This design comes from an exercise in tuning for small area, a short achievable clock period and few clock cycles per item on the open sky130 flow, not from production work. At most, simulation tests tie the RTL to the original design; equivalence was not proved. Only the layout flow was run in runs 2 and 3; the RTL was not checked for function there.

==> flow/design.v (outline; a module is shown in full before it is edited, if it fits) <==
// module pid_mc_core: 383 lines
// module mul_i: 1157 lines
// module mul_p: 677 lines
// module mul_d: 717 lines
module pid_mc_core #(
   parameter int                        W         = 16,
   parameter int                        FRAC      = 15,
   parameter int                        IACC_W    = 32,
   parameter int                        NCH       = 4,
   parameter logic signed [IACC_W-1:0]  I_ACC_MAX = 32'sh0FFFFFFF,
   parameter logic signed [IACC_W-1:0]  I_ACC_MIN = -32'sh10000000,
   parameter int                        DF_SHIFT  = 2,
   localparam int                       CH_W      = $clog2(NCH)
) (
   input  logic            clk,
   input  logic            rst_n,
   input  logic            in_valid,
   output logic            in_ready,
   input  logic [CH_W-1:0] in_ch,
   input  logic [W-1:0]    v_in,
   input  logic [W-1:0]    v_ref,
   input  logic            cfg_we,
   input  logic [CH_W-1:0] cfg_ch,
   input  logic [1:0]      cfg_sel,
   input  logic [W-1:0]    cfg_data,
   input  logic            ch_clr,
   input  logic [CH_W-1:0] ch_clr_id,
   output logic            out_valid,
   output logic [CH_W-1:0] out_ch,
   output logic [W-1:0]    u_out,
   output logic            u_sat
);
  // ...
==> flow/flow/run.sh <==
#!/bin/bash
# Standard layout, with timing repair aimed below the clock period (repair_timing
# works towards a setup slack of MARGIN ns at the design's period) and a clock tree
# built without dummy balancing loads.
set -euo pipefail
MARGIN=${MARGIN:-6.6}
CTS="-sink_clustering_enable -repair_clock_nets -dont_use_dummy_load -sink_clustering_size 24 -sink_clustering_max_diameter 80"
bash standard.sh synth > synth.log 2>&1
bash standard.sh SETUP_SLACK_MARGIN=$MARGIN SKIP_PIN_SWAP=1 "CTS_ARGS=$CTS" finish > layout.log 2>&1
==> flow/standard.sh <==
#!/bin/bash
# synth_recipe.tcl (not shown) runs the flow's synth.tcl, then flattens the netlist and writes it again
# the make line also repeats each setting of config.mk as NAME=value (left out here)
make -C /OpenROAD-flow-scripts/flow DESIGN_CONFIG=/design/flow/config.mk WORK_HOME=/design/flow/orfs CLKGATE_MAP_FILE= SYNTH_SCRIPT=/design/flow/synth_recipe.tcl "${@:-finish}"
==> flow/config.mk <==
export PLATFORM = sky130hd
export DESIGN_NAME = pid_mc_core
export DESIGN_NICKNAME = pid_mc_core
export VERILOG_FILES = /design/flow/design.v
export SDC_FILE = /design/flow/constraint.sdc
export NUM_CORES = 4
export LEC_CHECK = 0
export ABC_AREA = 1
export CAP_MARGIN = 20
export CORE_MARGIN = 2
export CORE_UTILIZATION = 40
export SETUP_SLACK_MARGIN = 5
export SLEW_MARGIN = 20
==> flow/constraint.sdc <==
create_clock -name core_clock -period 10.0 [get_ports {clk}]
set_input_delay 2.0000 -clock core_clock [delete_from_list [all_inputs] [get_ports {clk}]]
set_output_delay 2.0000 -clock core_clock [all_outputs]
set_load 0.01 [all_outputs]
==> results by group, run 1 <==
Die
  • N_taps: 2370
  • Boundary Pins: 82

Yosys
  • List of most frequent post-synthesis cells: sky130_fd_sc_hd__nand2_1, sky130_fd_sc_hd__dfxtp_1, sky130_fd_sc_hd__inv_1
  • Post-synthesis cell type with the largest combined area: sky130_fd_sc_hd__dfxtp_1

Route
  • WL per Instance: 22.3 um
  • Max Used Layer: met5
  • DRC violations left: 0
  • Detailed Route Iter0 Violations: 5027
  • Vias: 56100

Layout
  • Cell kind with the greatest summed area: multi-input combinational cells
  • Fraction of final layout cells with drive strength greater than 1: 0.0878
  • Commonest non-fill, non-tap cell in the layout: sky130_fd_sc_hd__nand2_1
  • Inverter count: 931

Placed design
  • Setup Slack @ Placement: 4430 ps

Global routing
  • Grt met3 use: 0.0326
  • Global-route track usage on met1: 0.330

Setup path
  • CP Class: reg2reg
  • Worst setup SP type: flip-flop

Flow run
  • Count of max-cap constraint violations: 0

Clocking
  • Sinks on the clock net: 1304
  • Post-CTS setup buffers: 55

STA
  • Number of pins with negative max-slew slack in the final report: 0
  • Aggregate negative setup slack: 0 ps

Status
  • Outcome: complete, no violations
Testbench counts, summed over its fixed seeds: cycles 4,943, items 4,800.
==> module pid_mc_core, before the edit <==
module pid_mc_core #(
   parameter int                        W         = 16,
   parameter int                        FRAC      = 15,
   parameter int                        IACC_W    = 32,
   parameter int                        NCH       = 4,
   parameter logic signed [IACC_W-1:0]  I_ACC_MAX = 32'sh0FFFFFFF,
   parameter logic signed [IACC_W-1:0]  I_ACC_MIN = -32'sh10000000,
   parameter int                        DF_SHIFT  = 2,
   localparam int                       CH_W      = $clog2(NCH)
) (
   input  logic            clk,
   input  logic            rst_n,
   input  logic            in_valid,
   output logic            in_ready,
   input  logic [CH_W-1:0] in_ch,
   input  logic [W-1:0]    v_in,
   input  logic [W-1:0]    v_ref,
   input  logic            cfg_we,
   input  logic [CH_W-1:0] cfg_ch,
   input  logic [1:0]      cfg_sel,
   input  logic [W-1:0]    cfg_data,
   input  logic            ch_clr,
   input  logic [CH_W-1:0] ch_clr_id,
   output logic            out_valid,
   output logic [CH_W-1:0] out_ch,
   output logic [W-1:0]    u_out,
   output logic            u_sat
);
   localparam int AW  = 29;
   localparam int EW  = W + 1;           
   localparam int DW  = W + 2;           
   localparam int MW  = AW + W;          
   localparam int PW  = EW + W;          
   localparam int QW  = DW + W;          
   localparam int PDW = 20;              
   localparam int SW  = MW - FRAC + 1;   
   localparam logic signed [AW-1:0] A_MAX = 268435455;
   localparam logic signed [AW-1:0] A_MIN = -268435456;
   localparam logic signed [AW:0]   A_HI  = 268435455;
   localparam logic signed [AW:0]   A_LO  = -268435456;
   logic                  accept;
   logic                  s1_v;
   logic [CH_W-1:0]       s1_ch;
   logic [W-1:0]          s1_vr, s1_vi;
   logic signed [EW-1:0]  s1_e;
   logic                  cq_we;
   logic [CH_W-1:0]       cq_ch;
   logic [1:0]            cq_sel;
   logic [W-1:0]          cq_data;
   logic                  clq_en;
   logic [CH_W-1:0]       clq_id;
   logic [1:0]            age   [NCH];
   logic                  dirty [NCH];
   logic [1:0]            age_n   [NCH];
   logic                  dirty_n [NCH];
   logic                  block;
   assign accept = in_valid && in_ready;
   always_comb begin
      block = 1'b0;
      for (int c = 0; c < NCH; c++) begin
         if (accept && in_ch == CH_W'(c))  age_n[c] = 2'd0;
         else if (age[c] != 2'd3)          age_n[c] = age[c] + 2'd1;
         else                              age_n[c] = 2'd3;
         if (cfg_we && cfg_sel == 2'd1 && cfg_ch == CH_W'(c)) dirty_n[c] = 1'b1;
         else if (accept && in_ch == CH_W'(c))                dirty_n[c] = 1'b0;
         else                                                 dirty_n[c] = dirty[c];
         if (dirty_n[c] && age_n[c] != 2'd3) block = 1'b1;
      end
   end
   always_ff @(posedge clk or negedge rst_n) begin
      if (!rst_n) begin
         in_ready <= 1'b0;
         s1_v     <= 1'b0;
         cq_we    <= 1'b0;
         clq_en   <= 1'b0;
         for (int c = 0; c < NCH; c++) begin
            age[c]   <= 2'd3;
            dirty[c] <= 1'b0;
         end
      end else begin
         in_ready <= !block;
         s1_v     <= accept;
         cq_we    <= cfg_we;
         clq_en   <= ch_clr;
         for (int c = 0; c < NCH; c++) begin
            age[c]   <= age_n[c];
            dirty[c] <= dirty_n[c];
         end
      end
   end
   always_ff @(posedge clk) begin
      s1_ch   <= in_ch;
      s1_vr   <= v_ref;
      s1_vi   <= v_in;
      cq_ch   <= cfg_ch;
      cq_sel  <= cfg_sel;
      cq_data <= cfg_data;
      clq_id  <= ch_clr_id;
   end
   logic signed [W-1:0]   kp_a [NCH];
   logic signed [W-1:0]   ki_a [NCH];
   logic signed [W-1:0]   kd_a [NCH];
   logic signed [EW-1:0]  ep_a [NCH];
   logic signed [AW-1:0]  ac_a [NCH];
   logic [2:0]            kv   [NCH];
   logic                  ez   [NCH];
   logic                  az   [NCH];
   logic                  s5_v;
   logic [CH_W-1:0]       s5_ch;
   logic signed [AW-1:0]  acc_new;
   logic                  hold, a_hi, a_lo;
   for (genvar c = 0; c < NCH; c++) begin : g_ch
      always_ff @(posedge clk) begin
         if (cq_we && cq_ch == CH_W'(c)) begin
            case (cq_sel)
               2'd0:    kp_a[c] <= cq_data;
               2'd1:    ki_a[c] <= cq_data;
               2'd2:    kd_a[c] <= cq_data;
               default: ;
            endcase
         end
      end
      always_ff @(posedge clk or negedge rst_n) begin
         if (!rst_n)                                   kv[c] <= '0;
         else if (cq_we && cq_ch == CH_W'(c) && cq_sel != 2'd3)
            kv[c][cq_sel] <= 1'b1;
      end
      always_ff @(posedge clk) begin
         if (s1_v && s1_ch == CH_W'(c)) ep_a[c] <= s1_e;
      end
      always_ff @(posedge clk or negedge rst_n) begin
         if (!rst_n)                               ez[c] <= 1'b1;
         else if (clq_en && clq_id == CH_W'(c))    ez[c] <= 1'b1;
         else if (s1_v && s1_ch == CH_W'(c))       ez[c] <= 1'b0;
      end
      always_ff @(posedge clk) begin
         if (s5_v && s5_ch == CH_W'(c)) ac_a[c] <= acc_new;
      end
      always_ff @(posedge clk or negedge rst_n) begin
         if (!rst_n)                               az[c] <= 1'b1;
         else if (clq_en && clq_id == CH_W'(c))    az[c] <= 1'b1;
         else if (s5_v && s5_ch == CH_W'(c))       az[c] <= 1'b0;
      end
   end
   logic                  s2_v, s3_v, s4_v;
   logic [CH_W-1:0]       s2_ch, s3_ch, s4_ch;
   logic signed [W-1:0]   kp_r, ki_r, kd_r;
   logic signed [EW-1:0]  ep_r;
   logic signed [AW-1:0]  ac_r;
   logic                  fwd1;
   logic [1:0]            dist1;
   logic [2:0]            kv_r;
   logic [7:0]            kp_one, kp_two, kp_neg;
   logic [7:0]            ki_one, ki_two, ki_neg;
   logic [7:0]            kd_one, kd_two, kd_neg;
   assign s1_e = $signed({s1_vr[W-1], s1_vr}) - $signed({s1_vi[W-1], s1_vi});
   assign kv_r = kv[s1_ch];
   assign kp_r = kv_r[0] ? kp_a[s1_ch] : '0;
   assign ki_r = kv_r[1] ? ki_a[s1_ch] : '0;
   assign kd_r = kv_r[2] ? kd_a[s1_ch] : '0;
   assign ep_r = ez[s1_ch] ? '0 : ep_a[s1_ch];
   assign ac_r = (s5_v && s5_ch == s1_ch) ? acc_new : az[s1_ch] ? '0 : ac_a[s1_ch];
   always_comb begin
      for (int j = 0; j < 8; j++) begin
         logic b0, b1, b2;
         b0 = (j == 0) ? 1'b0 : kp_r[2*j-1]; b1 = kp_r[2*j]; b2 = kp_r[2*j+1];
         kp_one[j] = b1 ^ b0;
         kp_two[j] = (b2 & ~b1 & ~b0) | (~b2 & b1 & b0);
         kp_neg[j] = b2;
         b0 = (j == 0) ? 1'b0 : ki_r[2*j-1]; b1 = ki_r[2*j]; b2 = ki_r[2*j+1];
         ki_one[j] = b1 ^ b0;
         ki_two[j] = (b2 & ~b1 & ~b0) | (~b2 & b1 & b0);
         ki_neg[j] = b2;
         b0 = (j == 0) ? 1'b0 : kd_r[2*j-1]; b1 = kd_r[2*j]; b2 = kd_r[2*j+1];
         kd_one[j] = b1 ^ b0;
         kd_two[j] = (b2 & ~b1 & ~b0) | (~b2 & b1 & b0);
         kd_neg[j] = b2;
      end
   end
   always_comb begin
      if (s2_v && s2_ch == s1_ch)      begin fwd1 = 1'b1; dist1 = 2'd0; end
      else if (s3_v && s3_ch == s1_ch) begin fwd1 = 1'b1; dist1 = 2'd1; end
      else if (s4_v && s4_ch == s1_ch) begin fwd1 = 1'b1; dist1 = 2'd2; end
      else                             begin fwd1 = 1'b0; dist1 = 2'd0; end
   end
   logic                  s2_fwd;
   logic [1:0]            s2_dist;
   logic signed [EW-1:0]  s2_e;
   logic signed [DW-1:0]  s2_df;
   logic signed [AW-1:0]  s2_mi;
   logic signed [W-1:0]   s2_ki;
   logic [7:0]            s2_p1, s2_p2, s2_pn, s2_i1, s2_i2, s2_in, s2_d1, s2_d2, s2_dn;
   always_ff @(posedge clk or negedge rst_n) begin
      if (!rst_n) s2_v <= 1'b0;
      else        s2_v <= s1_v;
   end
   always_ff @(posedge clk) begin
      s2_ch   <= s1_ch;
      s2_fwd  <= fwd1;
      s2_dist <= dist1;
      s2_e    <= s1_e;
      s2_df   <= s1_e - ep_r;
      s2_mi   <= fwd1 ? ep_r : ac_r;
      s2_ki   <= ki_r;
      s2_p1   <= kp_one;
      s2_p2   <= kp_two;
      s2_pn   <= kp_neg;
      s2_i1   <= ki_one;
      s2_i2   <= ki_two;
      s2_in   <= ki_neg;
      s2_d1   <= kd_one;
      s2_d2   <= kd_two;
      s2_dn   <= kd_neg;
   end
   logic [MW-1:0] mi_0, mi_1, mi_2;
   logic [34:0]   mp_0, mp_1, mp_2;
   logic [34:0]   md_0, md_1, md_2;
   mul_i u_mi (.a(s2_mi), .one(s2_i1), .two(s2_i2), .neg(s2_in), .r0(mi_0), .r1(mi_1), .r2(mi_2));
   mul_p u_mp (.a(s2_e),  .one(s2_p1), .two(s2_p2), .neg(s2_pn), .r0(mp_0), .r1(mp_1), .r2(mp_2));
   mul_d u_md (.a(s2_df), .one(s2_d1), .two(s2_d2), .neg(s2_dn), .r0(md_0), .r1(md_1), .r2(md_2));
   logic                  s3_fwd;
   logic [1:0]            s3_dist;
   logic signed [EW-1:0]  s3_e;
   logic signed [W-1:0]   s3_ki;
   logic [MW-1:0]         s3_mi0, s3_mi1, s3_mi2;
   logic [34:0]           s3_mp0, s3_mp1, s3_mp2;
   logic [34:0]           s3_md0, s3_md1, s3_md2;
   always_ff @(posedge clk or negedge rst_n) begin
      if (!rst_n) s3_v <= 1'b0;
      else        s3_v <= s2_v;
   end
   always_ff @(posedge clk) begin
      s3_ch   <= s2_ch;
      s3_fwd  <= s2_fwd;
      s3_dist <= s2_dist;
      s3_e    <= s2_e;
      s3_ki   <= s2_ki;
      s3_mi0  <= mi_0;
      s3_mi1  <= mi_1;
      s3_mi2  <= mi_2;
      s3_mp0  <= mp_0;
      s3_mp1  <= mp_1;
      s3_mp2  <= mp_2;
      s3_md0  <= md_0;
      s3_md1  <= md_1;
      s3_md2  <= md_2;
   end
   localparam int CW = 35;
   logic signed [MW-1:0]  m3;
   logic                  cp, cd;
   logic [FRAC:0]         lp, ld;
   logic [PDW-1:0]        r0, r1, r2, r3, t0, t1, u0, u1;
   logic [MW-1:0]         s3_mis, s3_mic;
   logic [34:0]           s3_mps, s3_mpc, s3_mds, s3_mdc;
   assign s3_mis = s3_mi0 ^ s3_mi1 ^ s3_mi2;
   assign s3_mic = {(s3_mi0[MW-2:0] & s3_mi1[MW-2:0]) | (s3_mi0[MW-2:0] & s3_mi2[MW-2:0]) |
                    (s3_mi1[MW-2:0] & s3_mi2[MW-2:0]), 1'b0};
   assign s3_mps = s3_mp0 ^ s3_mp1 ^ s3_mp2;
   assign s3_mpc = {(s3_mp0[33:0] & s3_mp1[33:0]) | (s3_mp0[33:0] & s3_mp2[33:0]) |
                    (s3_mp1[33:0] & s3_mp2[33:0]), 1'b0};
   assign s3_mds = s3_md0 ^ s3_md1 ^ s3_md2;
   assign s3_mdc = {(s3_md0[33:0] & s3_md1[33:0]) | (s3_md0[33:0] & s3_md2[33:0]) |
                    (s3_md1[33:0] & s3_md2[33:0]), 1'b0};
   assign m3  = s3_mis + s3_mic;
   assign lp  = {1'b0, s3_mps[FRAC-1:0]} + {1'b0, s3_mpc[FRAC-1:0]};
   assign ld  = {1'b0, s3_mds[FRAC-1:0]} + {1'b0, s3_mdc[FRAC-1:0]};
   assign cp  = lp[FRAC];
   assign cd  = ld[FRAC];
   assign r0  = s3_mps[CW-1:FRAC];
   assign r1  = s3_mpc[CW-1:FRAC];
   assign r2  = s3_mds[CW-1:FRAC];
   assign r3  = s3_mdc[CW-1:FRAC];
   assign t0  = r0 ^ r1 ^ r2;
   assign t1  = {(r0[PDW-2:0] & r1[PDW-2:0]) | (r0[PDW-2:0] & r2[PDW-2:0]) |
                 (r1[PDW-2:0] & r2[PDW-2:0]), cp};
   assign u0  = t0 ^ t1 ^ r3;
   assign u1  = {(t0[PDW-2:0] & t1[PDW-2:0]) | (t0[PDW-2:0] & r3[PDW-2:0]) |
                 (t1[PDW-2:0] & r3[PDW-2:0]), cd};
   logic                  s4_fwd;
   logic [1:0]            s4_dist;
   logic signed [EW-1:0]  s4_e;
   logic signed [W-1:0]   s4_ki;
   logic signed [MW-1:0]  s4_m;
   logic [PDW-1:0]        s4_u0, s4_u1;
   logic signed [MW-1:0]  s4_pp, s5_p, h0_p;
   logic                  s4_phd, s4_phi, s4_plo, h0_hd, h0_hi, h0_lo;
   always_ff @(posedge clk or negedge rst_n) begin
      if (!rst_n) s4_v <= 1'b0;
      else        s4_v <= s3_v;
   end
   always_ff @(posedge clk) begin
      s4_ch   <= s3_ch;
      s4_fwd  <= s3_fwd;
      s4_dist <= s3_dist;
      s4_e    <= s3_e;
      s4_ki   <= s3_ki;
      s4_m    <= m3;
      s4_u0   <= u0;
      s4_u1   <= u1;
      if (s3_dist == 2'd1) begin
         s4_pp  <= s5_p;
         s4_phd <= hold;
         s4_phi <= a_hi;
         s4_plo <= a_lo;
      end else begin
         s4_pp  <= h0_p;
         s4_phd <= h0_hd;
         s4_phi <= h0_hi;
         s4_plo <= h0_lo;
      end
   end
   logic signed [MW-1:0]  pv_p, pv_pm, ki_max, ki_min, p4;
   logic                  pv_hd, pv_hi, pv_lo;
   logic signed [MW-1:0]  kix;
   always_comb begin
      if (s4_dist == 2'd0) begin pv_p = s5_p;  pv_hd = hold;   pv_hi = a_hi;   pv_lo = a_lo;   end
      else                 begin pv_p = s4_pp; pv_hd = s4_phd; pv_hi = s4_phi; pv_lo = s4_plo; end
   end
   assign kix    = s4_ki;
   assign ki_max = (kix <<< 28) - kix;
   assign ki_min = -(kix <<< 28);
   assign pv_pm  = pv_p + s4_m;
   always_comb begin
      if (!s4_fwd)    p4 = s4_m;
      else if (pv_hd) p4 = pv_p;
      else if (pv_hi) p4 = ki_max;
      else if (pv_lo) p4 = ki_min;
      else            p4 = pv_pm;
   end
   logic signed [PDW-1:0] pd4;
   assign pd4 = s4_u0 + s4_u1;
   logic signed [AW-1:0]  ac4_r;
   assign ac4_r = (s5_v && s5_ch == s4_ch) ? acc_new : az[s4_ch] ? '0 : ac_a[s4_ch];
   logic signed [EW-1:0]  s5_e;
   logic signed [PDW-1:0] s5_pd;
   logic signed [AW-1:0]  s5_ac;
   always_ff @(posedge clk or negedge rst_n) begin
      if (!rst_n) s5_v <= 1'b0;
      else        s5_v <= s4_v;
   end
   always_ff @(posedge clk) begin
      s5_ch <= s4_ch;
      s5_e  <= s4_e;
      s5_pd <= pd4;
      s5_p  <= p4;
      s5_ac <= ac4_r;
   end
   logic signed [SW-1:0]  s, x0, x2, x2m, x2p, t_hi, t_lo;
   logic                  s_hi, s_lo, sat;
   logic signed [AW:0]    a_sum;
   logic [W-1:0]          u_n;
   assign x0   = s5_p >>> FRAC;
   assign x2   = s5_pd;
   assign s    = x0 + x2;
   assign x2m  = x2 - 32'sd32768;
   assign x2p  = x2 + 32'sd32768;
   assign t_hi = x0 + x2m;
   assign t_lo = x0 + x2p;
   assign s_hi = !t_hi[SW-1];
   assign s_lo = t_lo[SW-1];
   assign sat  = s_hi || s_lo;
   assign u_n  = s_hi ? 16'h7FFF : s_lo ? 16'h8000 : s[W-1:0];
   assign hold = sat && (s5_e[EW-1] == s[SW-1]);
   assign a_sum   = s5_ac + s5_e;
   assign a_hi    = (a_sum > A_HI);
   assign a_lo    = (a_sum < A_LO);
   assign acc_new = hold ? s5_ac : a_hi ? A_MAX : a_lo ? A_MIN : a_sum[AW-1:0];
   always_ff @(posedge clk) begin
      h0_p  <= s5_p;
      h0_hd <= hold;
      h0_hi <= a_hi;
      h0_lo <= a_lo;
   end
   always_ff @(posedge clk or negedge rst_n) begin
      if (!rst_n) out_valid <= 1'b0;
      else        out_valid <= s5_v;
   end
   always_ff @(posedge clk) begin
      out_ch <= s5_ch;
      u_out  <= u_n;
      u_sat  <= sat;
   end
endmodule
==> run 2: changes to the inputs <==
--- a/flow/design.v
+++ b/flow/design.v
@@ -109,3 +109,4 @@
    logic [CH_W-1:0]       s5_ch;
-   logic signed [AW-1:0]  acc_new;
+   logic signed [AW-1:0]  acc_new, a_clip;
+   logic signed [AW-1:0]  s5_ac;
    logic                  hold, a_hi, a_lo;
@@ -161,3 +162,6 @@
    assign ep_r = ez[s1_ch] ? '0 : ep_a[s1_ch];
-   assign ac_r = (s5_v && s5_ch == s1_ch) ? acc_new : az[s1_ch] ? '0 : ac_a[s1_ch];
+   logic                  byp1;
+   logic signed [AW-1:0]  mi1;
+   assign byp1 = s5_v && s5_ch == s1_ch;
+   assign ac_r = byp1 ? a_clip : az[s1_ch] ? '0 : ac_a[s1_ch];
    always_comb begin
@@ -185,2 +189,3 @@
    end
+   assign mi1 = (!fwd1 && byp1 && hold) ? s5_ac : fwd1 ? ep_r : ac_r;
    logic                  s2_fwd;
@@ -202,3 +207,3 @@
       s2_df   <= s1_e - ep_r;
-      s2_mi   <= fwd1 ? ep_r : ac_r;
+      s2_mi   <= mi1;
       s2_ki   <= ki_r;
@@ -311,9 +316,5 @@
    end
-   logic signed [MW-1:0]  pv_p, pv_pm, ki_max, ki_min, p4;
-   logic                  pv_hd, pv_hi, pv_lo;
+   logic signed [MW-1:0]  ki_max, ki_min, p4;
    logic signed [MW-1:0]  kix;
-   always_comb begin
-      if (s4_dist == 2'd0) begin pv_p = s5_p;  pv_hd = hold;   pv_hi = a_hi;   pv_lo = a_lo;   end
-      else                 begin pv_p = s4_pp; pv_hd = s4_phd; pv_hi = s4_phi; pv_lo = s4_plo; end
-   end
+   logic signed [MW-1:0]  sum0, sum1, c0, c1, p4r;
    assign kix    = s4_ki;
@@ -321,17 +322,17 @@
    assign ki_min = -(kix <<< 28);
-   assign pv_pm  = pv_p + s4_m;
-   always_comb begin
-      if (!s4_fwd)    p4 = s4_m;
-      else if (pv_hd) p4 = pv_p;
-      else if (pv_hi) p4 = ki_max;
-      else if (pv_lo) p4 = ki_min;
-      else            p4 = pv_pm;
-   end
+   assign sum0   = s5_p + s4_m;
+   assign sum1   = s4_pp + s4_m;
+   assign c0     = a_hi ? ki_max : a_lo ? ki_min : sum0;
+   assign c1     = s4_phd ? s4_pp : s4_phi ? ki_max : s4_plo ? ki_min : sum1;
+   assign p4r    = !s4_fwd ? s4_m : (s4_dist == 2'd0) ? c0 : c1;
+   assign p4     = (s4_fwd && s4_dist == 2'd0 && hold) ? s5_p : p4r;
    logic signed [PDW-1:0] pd4;
    assign pd4 = s4_u0 + s4_u1;
-   logic signed [AW-1:0]  ac4_r;
-   assign ac4_r = (s5_v && s5_ch == s4_ch) ? acc_new : az[s4_ch] ? '0 : ac_a[s4_ch];
+   logic signed [AW-1:0]  ac4_r, ac4_q;
+   logic                  byp4;
+   assign byp4  = s5_v && s5_ch == s4_ch;
+   assign ac4_q = byp4 ? a_clip : az[s4_ch] ? '0 : ac_a[s4_ch];
+   assign ac4_r = (byp4 && hold) ? s5_ac : ac4_q;
    logic signed [EW-1:0]  s5_e;
    logic signed [PDW-1:0] s5_pd;
-   logic signed [AW-1:0]  s5_ac;
    always_ff @(posedge clk or negedge rst_n) begin
@@ -366,3 +367,4 @@
    assign a_lo    = (a_sum < A_LO);
-   assign acc_new = hold ? s5_ac : a_hi ? A_MAX : a_lo ? A_MIN : a_sum[AW-1:0];
+   assign a_clip  = a_hi ? A_MAX : a_lo ? A_MIN : a_sum[AW-1:0];
+   assign acc_new = hold ? s5_ac : a_clip;
    always_ff @(posedge clk) begin
==> flow/flow/run.sh (replaced) <==
#!/bin/bash
# Standard layout, with timing repair aimed below the clock period: repair_timing
# works towards a setup slack of MARGIN ns at the design's period.
set -euo pipefail
MARGIN=${MARGIN:-6.9}
bash standard.sh synth > synth.log 2>&1
bash standard.sh SETUP_SLACK_MARGIN=$MARGIN finish > layout.log 2>&1
==> results by group, run 2 <==
Route
  • Detailed Route Iter0 Violations: 6273 (was 5027)
  • WL per Instance: 22.8 um (was 22.3 um)
  • Count of TritonRoute iterations in the first routing pass: 6 (unchanged)
  • DRC violations left: 0 (unchanged)
  • Number of vias per cell after detailed routing: 5.47 (was 5.46)
  • Drt total wl: 269 mm (was 229 mm)
  • Vias: 64400 (was 56100)
  • Post-route ant nets: 0 (unchanged)

Die
  • Area inside the core boundary: 0.194 sq mm (was 0.181 sq mm)
  • Cell Rows: 162 (was 156)
  • Boundary Pins: 82 (unchanged)
  • Die ar.: 0.198 sq mm (was 0.185 sq mm)
  • Die height: 445 um (was 430 um)
  • Chip width: 445 um (was 430 um)
  • Effective utilization at floorplan: 0.401 (was 0.402)

Setup path
  • Worst setup SP type: flip-flop (unchanged)
  • CP Class: reg2reg (unchanged)
  • Arr. time, crit path: 3850 ps (was 3920 ps)
  • First element of the critical path: s5_p[19] (was s5_pd[19])
  • Required time of the critical path: 10490 ps (was 10570 ps)
  • Origin of the critical flop-to-flop path: s5_p[19] (was s5_pd[19])
  • Critical path endpoint category: flip-flop (unchanged)
  • CP Max Fanout: 8 (unchanged)

Global routing
  • First-pass GRT wire length: 397 mm (was 344 mm)
  • Initial antenna violation count: 5 (was 3)
  • Via count of the first global-routing pass: 63300 (was 55500)
  • Total grt overflow: 0 (unchanged)
  • Largest net degree at the start of global routing: 70 (was 73)
  • GRT Total Usage: 0.264 (was 0.242)

Yosys
  • Average instance area after synthesis: 8.78 sq um (was 9.23 sq um)
  • Primary FF master, synth: sky130_fd_sc_hd__dfxtp_1 (unchanged)
  • Yosys warns: 13 (unchanged)
  • Combined area of all synthesized cells: 0.0779 sq mm (was 0.0726 sq mm)
  • Post-synthesis cell type with the largest combined area: sky130_fd_sc_hd__dfxtp_1 (unchanged)
  • Syn nets: 9775 (was 8726)
  • Sequential share of the synthesized area: 0.396 (was 0.414)
  • Leading post-synthesis cells by cell area: sky130_fd_sc_hd__dfxtp_1, sky130_fd_sc_hd__edfxtp_1, sky130_fd_sc_hd__fa_1, sky130_fd_sc_hd__nand2_1, sky130_fd_sc_hd__xor2_1 (was sky130_fd_sc_hd__dfxtp_1, sky130_fd_sc_hd__edfxtp_1, sky130_fd_sc_hd__fa_1, sky130_fd_sc_hd__xor2_1, sky130_fd_sc_hd__nand2_1)
  • Most frequent cell after synthesis: sky130_fd_sc_hd__nand2_1 (unchanged)
  • Fraction of post-synthesis cell area in the top cell type by area: 0.209 (was 0.244)
  • EDFF count, synth: 450 (was 376)
  • Distinct cell type count of the synthesized netlist: 59 (was 61)
  • Share of synthesized registers carrying an async set or reset: 0.0314 (unchanged)
  • Post-synthesis sequential element count: 1304 (unchanged)
  • Cell count after synthesis: 8875 (was 7871)
  • List of most frequent post-synthesis cells: sky130_fd_sc_hd__nand2_1, sky130_fd_sc_hd__inv_1, sky130_fd_sc_hd__dfxtp_1 (was sky130_fd_sc_hd__nand2_1, sky130_fd_sc_hd__dfxtp_1, sky130_fd_sc_hd__inv_1)

Clocking
  • TritonCTS Buffers: 144 (was 80)
  • Clock tree buffer depth: 3 (unchanged)
  • Htree depth: 4 (was 3)
  • Clock tree from TritonCTS: built (unchanged)
  • Sinks on the clock net: 1304 (unchanged)
  • Clock-pin slew on the worst setup and hold paths: 70 ps (was 90 ps)
  • Clock latency at the later pin of the worst-skew pair: 810 ps (was 740 ps)
  • Clock root buffer: sky130_fd_sc_hd__clkbuf_16 (unchanged)

Layout
  • Largest regs: ac_a (116), ep_a (68) (unchanged)
  • Fill cell total of the finished layout: 18200 (was 17300)
  • Fraction of final layout cells with drive strength greater than 1: 0.136 (was 0.0878)
  • Register with the most flip-flops: ac_a (unchanged)
  • Post-route design area: 0.0923 sq mm (was 0.0809 sq mm)
  • Largest register FFs: 116 (unchanged)
  • Area added between synthesis and finish: 18.5% (was 11.4%)
  • Utilization after layout: 0.476 (was 0.448)
  • Highest-count cells in the layout ignoring fill and taps: sky130_fd_sc_hd__nand2_1, sky130_fd_sc_hd__inv_1, sky130_fd_sc_hd__dfxtp_1, sky130_fd_sc_hd__xor2_1, sky130_fd_sc_hd__o22ai_1 (was sky130_fd_sc_hd__nand2_1, sky130_fd_sc_hd__dfxtp_1, sky130_fd_sc_hd__inv_1, sky130_fd_sc_hd__xor2_1, sky130_fd_sc_hd__o22ai_1)
  • Final net count: 10000 (was 8758)
  • Commonest non-fill, non-tap cell in the layout: sky130_fd_sc_hd__nand2_1 (unchanged)

Worst hold path
  • Worst Min Path Start: s2_ki[10] (was s3_ki[15])
  • Class of the most critical hold timing path: reg2reg (unchanged)

Placed design
  • Setup Slack @ Placement: 5210 ps (was 4430 ps)
  • Final RePlAce weighted congestion: 1.05 (was 0.978)
  • Port Buf Inserts: 81 (unchanged)
  • Detail Placement HPWL: 189 mm (was 163 mm)
  • Placed instance area: 0.0813 sq mm (was 0.0757 sq mm)

STA
  • Maximum clock rate: 298 MHz (was 299 MHz)
  • Final hold violation count: 0 (unchanged)
  • Final count of negative-setup-slack endpoints: 0 (unchanged)
  • Final Skew: 30.1 ps (was 117 ps)
  • Transition time at the pin with the least slew margin: 1160 ps (about the same)
  • Final worst slack: 6640 ps (was 6650 ps)
  • Aggregate negative setup slack: 0 ps (unchanged)
  • Portion of the clock cycle consumed by the worst path in the final layout: 0.336 (was 0.335)
  • Rel. slew slack: 0.223 (was 0.224)
  • RSZ-0062 raised after global routing: yes (unchanged)
  • Clock period minus final worst setup slack: 3360 ps (was 3350 ps)
  • Number of pins with negative max-slew slack in the final report: 0 (unchanged)

Flow run
  • Count of max-cap constraint violations: 0 (unchanged)

Status
  • Outcome: complete, no violations (unchanged)
-- run 2: changes by cell type in the layout (fill, tap and decap cells not counted), moves of 75 or more --
cell,before,now
sky130_fd_sc_hd__o22ai_1,510,585
sky130_fd_sc_hd__dfxtp_1,867,751
sky130_fd_sc_hd__nand3_1,203,304
sky130_fd_sc_hd__inv_1,858,1111
sky130_fd_sc_hd__nor2_1,333,456
sky130_fd_sc_hd__buf_4,128,230
sky130_fd_sc_hd__nand2_1,1450,1728
sky130_fd_sc_hd__a21oi_1,299,391
-- run 2: final cells by class --
| class | count | area (sq um) | share of cell area |
|---|---|---|---|
| multi-input combinational | 6049 | 44100 | 0.478 |
| sequential | 1304 | 30900 | 0.335 |
| inverter | 1205 | 4720 | 0.0511 |
| timing repair buffer | 401 | 4470 | 0.0484 |
| clock buffer | 201 | 4190 | 0.0454 |
| tap | 2542 | 3180 | 0.0344 |
| clock inverter | 67 | 701 | 0.00759 |
| timing repair inverter | 3 | 22.5 | 0.000244 |
| antenna | 3 | 7.51 | 0.0000813 |
-- run 2: repair_timing --
action	CTS	global route
pin swaps	68	101
gates cloned	39	4
hold buffers	0	0
endpoints found under the setup margin	496	406
buffers inserted	118	99
resized for setup	503	397
hold endpoints to repair	0	0
-- run 2: kinds of logic after synthesis --
family | synth area share
buf+inv | 0.0753
mux | 0.00434
simple gates | 0.151
flops | 0.396
fa+ha+maj | 0.175
xor+xnor | 0.0794
compound gates | 0.120
-- run 2: per-layer routing --
| layer | wire length (um) | up-vias | global-route usage |
|---|---|---|---|
| met5 | 0 | - | 0 |
| met4 | 14400 | 0 | 0.126 |
| met1 | 109000 | 31000 | 0.340 |
| met2 | 123000 | 2982 | 0.427 |
| li1 | - | 29800 | - |
| met3 | 23000 | 614 | 0.0510 |
-- run 2: through the flow --
stage,hold WS [ps],instances
3_3_place_gp,311,11200
3_5_place_dp,312,11200
4_1_cts,319,11700
6_report,318,11800
5_1_grt,314,11800
2_1_floorplan,310,8875
-- run 2: final timing paths --
check | endpoint | slack [ps] | cells past startpoint
max in group asynchronous | s5_v | 8030 | 1
hold reg to reg | s3_ki[10] | 320 | 0
hold / removal | s3_ki[10] | 320 | 0
setup / recovery | s5_p[42] | 6640 | 18
setup reg to reg | s5_p[42] | 6640 | 18
min in group asynchronous | in_ready | 1360 | 1
-- run 2: worst max-delay path, stage by stage (launching register included) --
cell and delay [ps]:
sky130_fd_sc_hd__edfxtp_1 450, sky130_fd_sc_hd__ha_2 230, sky130_fd_sc_hd__inv_2 60, sky130_fd_sc_hd__fa_1 440
sky130_fd_sc_hd__nor2_2 150, sky130_fd_sc_hd__inv_1 60, sky130_fd_sc_hd__o211ai_1 270, sky130_fd_sc_hd__nand2_1 110
sky130_fd_sc_hd__nand2_2 140, sky130_fd_sc_hd__nand2_2 90, sky130_fd_sc_hd__nand2_2 70, sky130_fd_sc_hd__nand2_2 60
sky130_fd_sc_hd__nand2_4 90, sky130_fd_sc_hd__nand2_8 110, sky130_fd_sc_hd__nand2_8 120, sky130_fd_sc_hd__clkinv_16 90
sky130_fd_sc_hd__buf_16 190, sky130_fd_sc_hd__buf_12 160, sky130_fd_sc_hd__nand2_8 100
==> run 3: changes to the inputs <==
--- a/flow/flow/run.sh
+++ b/flow/flow/run.sh
@@ -4,3 +4,3 @@
 set -euo pipefail
-MARGIN=${MARGIN:-6.9}
+MARGIN=${MARGIN:-6.6}
 bash standard.sh synth > synth.log 2>&1
==> results by group, run 3 <==
Status
  • Outcome: complete, no violations (unchanged)

Layout
  • Largest register FFs: 116 (unchanged)
  • Fraction of final layout cells with drive strength greater than 1: 0.0848 (was 0.136)
  • Commonest non-fill, non-tap cell in the layout: sky130_fd_sc_hd__nand2_1 (unchanged)
  • Largest regs: ac_a (116), ep_a (68) (unchanged)
  • Area added between synthesis and finish: 13.8% (was 18.5%)
  • Highest-count cells in the layout ignoring fill and taps: sky130_fd_sc_hd__nand2_1, sky130_fd_sc_hd__inv_1, sky130_fd_sc_hd__dfxtp_1, sky130_fd_sc_hd__xor2_1, sky130_fd_sc_hd__o22ai_1 (unchanged)
  • Count of placed standard cells in the final layout, fillers left out: 11600 (was 11800)
  • Register with the most flip-flops: ac_a (unchanged)
  • Final net count: 9871 (was 10000)

Clocking
  • Clock tree buffer depth: 3 (unchanged)
  • Clock-pin slew on the worst setup and hold paths: 70 ps (about the same)
  • Clock latency at the later pin of the worst-skew pair: 820 ps (was 810 ps)
  • TritonCTS Buffers: 145 (was 144)
  • Htree depth: 4 (unchanged)
  • Sinks on the clock net: 1304 (unchanged)
  • Clock tree from TritonCTS: built (unchanged)
  • Clock root buffer: sky130_fd_sc_hd__clkbuf_16 (unchanged)
  • Count of hold buffers inserted by post-cts repair: 0 (unchanged)

Setup path
  • CP Class: reg2reg (unchanged)
  • Maximum cell stage delay along the critical path: 440 ps (was 450 ps)
  • CP dominant cell by count: sky130_fd_sc_hd__nand2_1 (was sky130_fd_sc_hd__nand2_2)
  • CP max-delay cell: sky130_fd_sc_hd__fa_2 (was sky130_fd_sc_hd__edfxtp_1)
  • Critical path endpoint category: flip-flop (unchanged)
  • Arr. time, crit path: 4090 ps (was 3850 ps)
  • Critical R2R Capture: s2_df[17] (was s5_p[42])
  • Required time of the critical path: 10690 ps (was 10490 ps)
  • Register-to-register setup slack: 6600 ps (was 6640 ps)
  • First element of the critical path: s1_vr[0] (was s5_p[19])
  • Worst setup SP type: flip-flop (unchanged)
  • Path depth of the worst reg2reg path: 18 (unchanged)
  • Cell chain of the critical path: inv_2 > ha_4 > fa_2 > o21ai_4 > a21o_1 > buf_4 > xor2_1 > inv_1 > ha_2 > nand2_1 > nor2_1 > nand2_1 > o21ai_2 > a21oi_2 > o21bai_1 > nand2_1 > nand3_1 > o21ai_1 (was ha_2 > inv_2 > fa_1 > nor2_2 > inv_1 > o211ai_1 > nand2_1 > nand2_2 > nand2_2 > nand2_2 > nand2_2 > nand2_4 > nand2_8 > nand2_8 > clkinv_16 > buf_16 > buf_12 > nand2_8)
  • Origin of the critical flop-to-flop path: s1_vr[0] (was s5_p[19])
  • CP Max Fanout: 6 (was 8)

Die
  • Die ar.: 0.198 sq mm (unchanged)
  • Cell Rows: 162 (unchanged)
  • Chip width: 445 um (unchanged)
  • Boundary Pins: 82 (unchanged)
  • Die height: 445 um (unchanged)
  • Area inside the core boundary: 0.194 sq mm (unchanged)
  • Effective utilization at floorplan: 0.401 (unchanged)

Yosys
  • Most frequent cell after synthesis: sky130_fd_sc_hd__nand2_1 (unchanged)
  • Leading post-synthesis cells by cell area: sky130_fd_sc_hd__dfxtp_1, sky130_fd_sc_hd__edfxtp_1, sky130_fd_sc_hd__fa_1, sky130_fd_sc_hd__nand2_1, sky130_fd_sc_hd__xor2_1 (unchanged)
  • Cell count after synthesis: 8875 (unchanged)
  • Post-synthesis cell type with the largest combined area: sky130_fd_sc_hd__dfxtp_1 (unchanged)
  • List of most frequent post-synthesis cells: sky130_fd_sc_hd__nand2_1, sky130_fd_sc_hd__inv_1, sky130_fd_sc_hd__dfxtp_1 (unchanged)
  • Average instance area after synthesis: 8.78 sq um (unchanged)
  • Fraction of post-synthesis cell area in the top cell type by area: 0.209 (unchanged)
  • EDFF count, synth: 450 (unchanged)
  • Share of synthesized registers carrying an async set or reset: 0.0314 (unchanged)
  • Post-synthesis sequential element count: 1304 (unchanged)
  • Yosys warns: 13 (unchanged)
  • Sequential share of the synthesized area: 0.396 (unchanged)
  • Primary FF master, synth: sky130_fd_sc_hd__dfxtp_1 (unchanged)
  • Distinct cell type count of the synthesized netlist: 59 (unchanged)
  • Syn nets: 9775 (unchanged)
  • Combined area of all synthesized cells: 0.0779 sq mm (unchanged)

Global routing
  • Initial antenna violation count: 7 (was 5)
  • First-pass GRT wire length: 389 mm (was 397 mm)
  • Total grt overflow: 0 (unchanged)
  • GRT Total Usage: 0.258 (was 0.264)
  • Via count of the first global-routing pass: 62700 (was 63300)
  • Largest net degree at the start of global routing: 70 (unchanged)

Worst hold path
  • Class of the most critical hold timing path: reg2reg (unchanged)
  • Worst Min Path Start: s2_ki[14] (was s2_ki[10])
  • Hold Path Depth: 0 (unchanged)
  • End point of the worst hold path: s3_ki[14] (was s3_ki[10])

STA
  • Final hold violation count: 0 (unchanged)
  • Rel. slew slack: 0.171 (was 0.223)
  • Final Skew: 44.0 ps (was 30.1 ps)
  • Portion of the clock cycle consumed by the worst path in the final layout: 0.340 (was 0.336)
  • RSZ-0062 raised after global routing: yes (unchanged)
  • Maximum clock rate: 294 MHz (was 298 MHz)
  • Clock period minus final worst setup slack: 3400 ps (was 3360 ps)
  • Number of pins with negative max-slew slack in the final report: 0 (unchanged)
  • Aggregate negative setup slack: 0 ps (unchanged)
  • Final count of negative-setup-slack endpoints: 0 (unchanged)
  • Transition time at the pin with the least slew margin: 1240 ps (was 1160 ps)

Placed design
  • DP Cell Count: 11200 (unchanged)
  • Detail Placement HPWL: 191 mm (was 189 mm)
  • Port Buf Inserts: 81 (unchanged)
  • Final RePlAce weighted congestion: 1.04 (was 1.05)

Route
  • Detailed Route Iter0 Violations: 5942 (was 6273)
  • Number of vias per cell after detailed routing: 5.43 (was 5.47)
  • Drt total wl: 263 mm (was 269 mm)
  • DRC violations left: 0 (unchanged)
  • Post-route ant nets: 0 (unchanged)
  • Vias: 63200 (was 64400)
  • WL per Instance: 22.6 um (was 22.8 um)
  • Count of TritonRoute iterations in the first routing pass: 8 (was 6)

Flow run
  • Count of max-cap constraint violations: 0 (unchanged)
==> run 3: cell counts after synthesis <==
No cell type changed its count.
==> run 3: worst max-delay path by stage <==
stage	cells past startpoint	slack [ps]	to
floorplan	17	6630	s5_ac[0]
global placement	17	4480	s5_ac[24]
global route	23	6450	s2_df[11]
detailed placement	17	4400	s5_ac[24]
finish	18	6600	s2_df[17]
CTS	18	6560	s5_p[27]
==> run 3: worst max-delay path: cells and delay by family (launching register included) <==
kind | cells | cell delay [ps]
AO/OA/AOI/OAI | 6 | 1040
XOR/XNOR | 1 | 150
adder cells (fa/ha/maj) | 3 | 1030
buffers and inverters | 3 | 320
flip-flops | 1 | 320
AND/OR/NAND/NOR | 5 | 450
==> run 3: cell families (layout without fill, tap and decap cells) <==
kind of cell / count (synthesis) / in the layout / synth area share
xor gates and xnor gates: 706 / 706 / 0.0794
buffers and inverters: 1535 / 1744 / 0.0753
adders and majority gates: 839 / 839 / 0.175
muxes: 30 / 30 / 0.00434
AOI/OAI and AO/OA: 1590 / 1590 / 0.120
DFF: 1304 / 1304 / 0.396
and+or+nand+nor: 2871 / 2878 / 0.151
other: 0 / 1 / 0
==> run 3: per-stage QoR <==
step | util | area (sq um) | hold slack, ps | setup slack, ps
4_1_cts | 0.450 | 87400 | 289 | 6560
3_5_place_dp | 0.418 | 81300 | 312 | 4400
3_3_place_gp | 0.418 | 81200 | 310 | 4480
5_1_grt | 0.457 | 88700 | 319 | 6450
6_report | 0.457 | 88700 | 298 | 6600
2_1_floorplan | - | 78000 | 310 | 6630
==> run 3: area by class of cell <==
class / instances / area [sq um]
Multi-Input combinational cell: 6043 / 42200
Inverter: 1205 / 4610
Fill cell: 18600 / 105000
Sequential cell: 1304 / 30900
Timing Repair Buffer: 270 / 2780
Tap cell: 2542 / 3180
Clock inverter: 79 / 966
Timing Repair inverter: 2 / 12.5
Clock buffer: 188 / 4080
Antenna cell: 1 / 2.50
==> run 3: timing repair <==
item | 4_1_cts | 5_1_grt
gates resized for setup | 227 | 165
buffers inserted | 44 | 55
gates cloned | 11 | 13
setup endpoints to repair | 450 | 298
pin swaps | 11 | 44
==> run 3: layer usage <==
metal,global-route usage,part of all wire,vias up
met1,0.330,0.41,30300
met5,0,0.000084,-
met4,0.144,0.064,4
met2,0.415,0.45,2749
li1,-,-,29500
met3,0.0431,0.076,643

[afterwards: timing with drivers on the ports]
The flow's constraints put no driver on any port. The routed layouts listed below were extracted and timed again, unchanged, in two steps. Step 1, drivers: a clkbuf_16 drives clk and a buf_2 each remaining input, both assumed. Step 2, shift: input delay + t, output delay - t, t = (earliest + latest rising clock arrival at the registers) / 2. This alone moves slack from input paths to output paths. a / b / c = ideal ports / drivers / drivers and shift; a / b = the first two.
| run | t (ns) | setup slack, ns | worst data-port slew with drivers (ns) |
|---|---|---|---|
| run 1 | 0.774 | 6.650 / 6.586 / 6.303 | 0.05 |
| run 2 | 0.869 | 6.643 / 6.600 / 6.376 | 0.06 |
| run 3 | 0.883 | 6.597 / 6.567 / 6.385 | 0.04 |
After both steps every run listed still meets setup and hold. For run 1, which loses most, drivers alone change the setup slack by -0.064 ns; drivers and shift together by -0.347 ns.
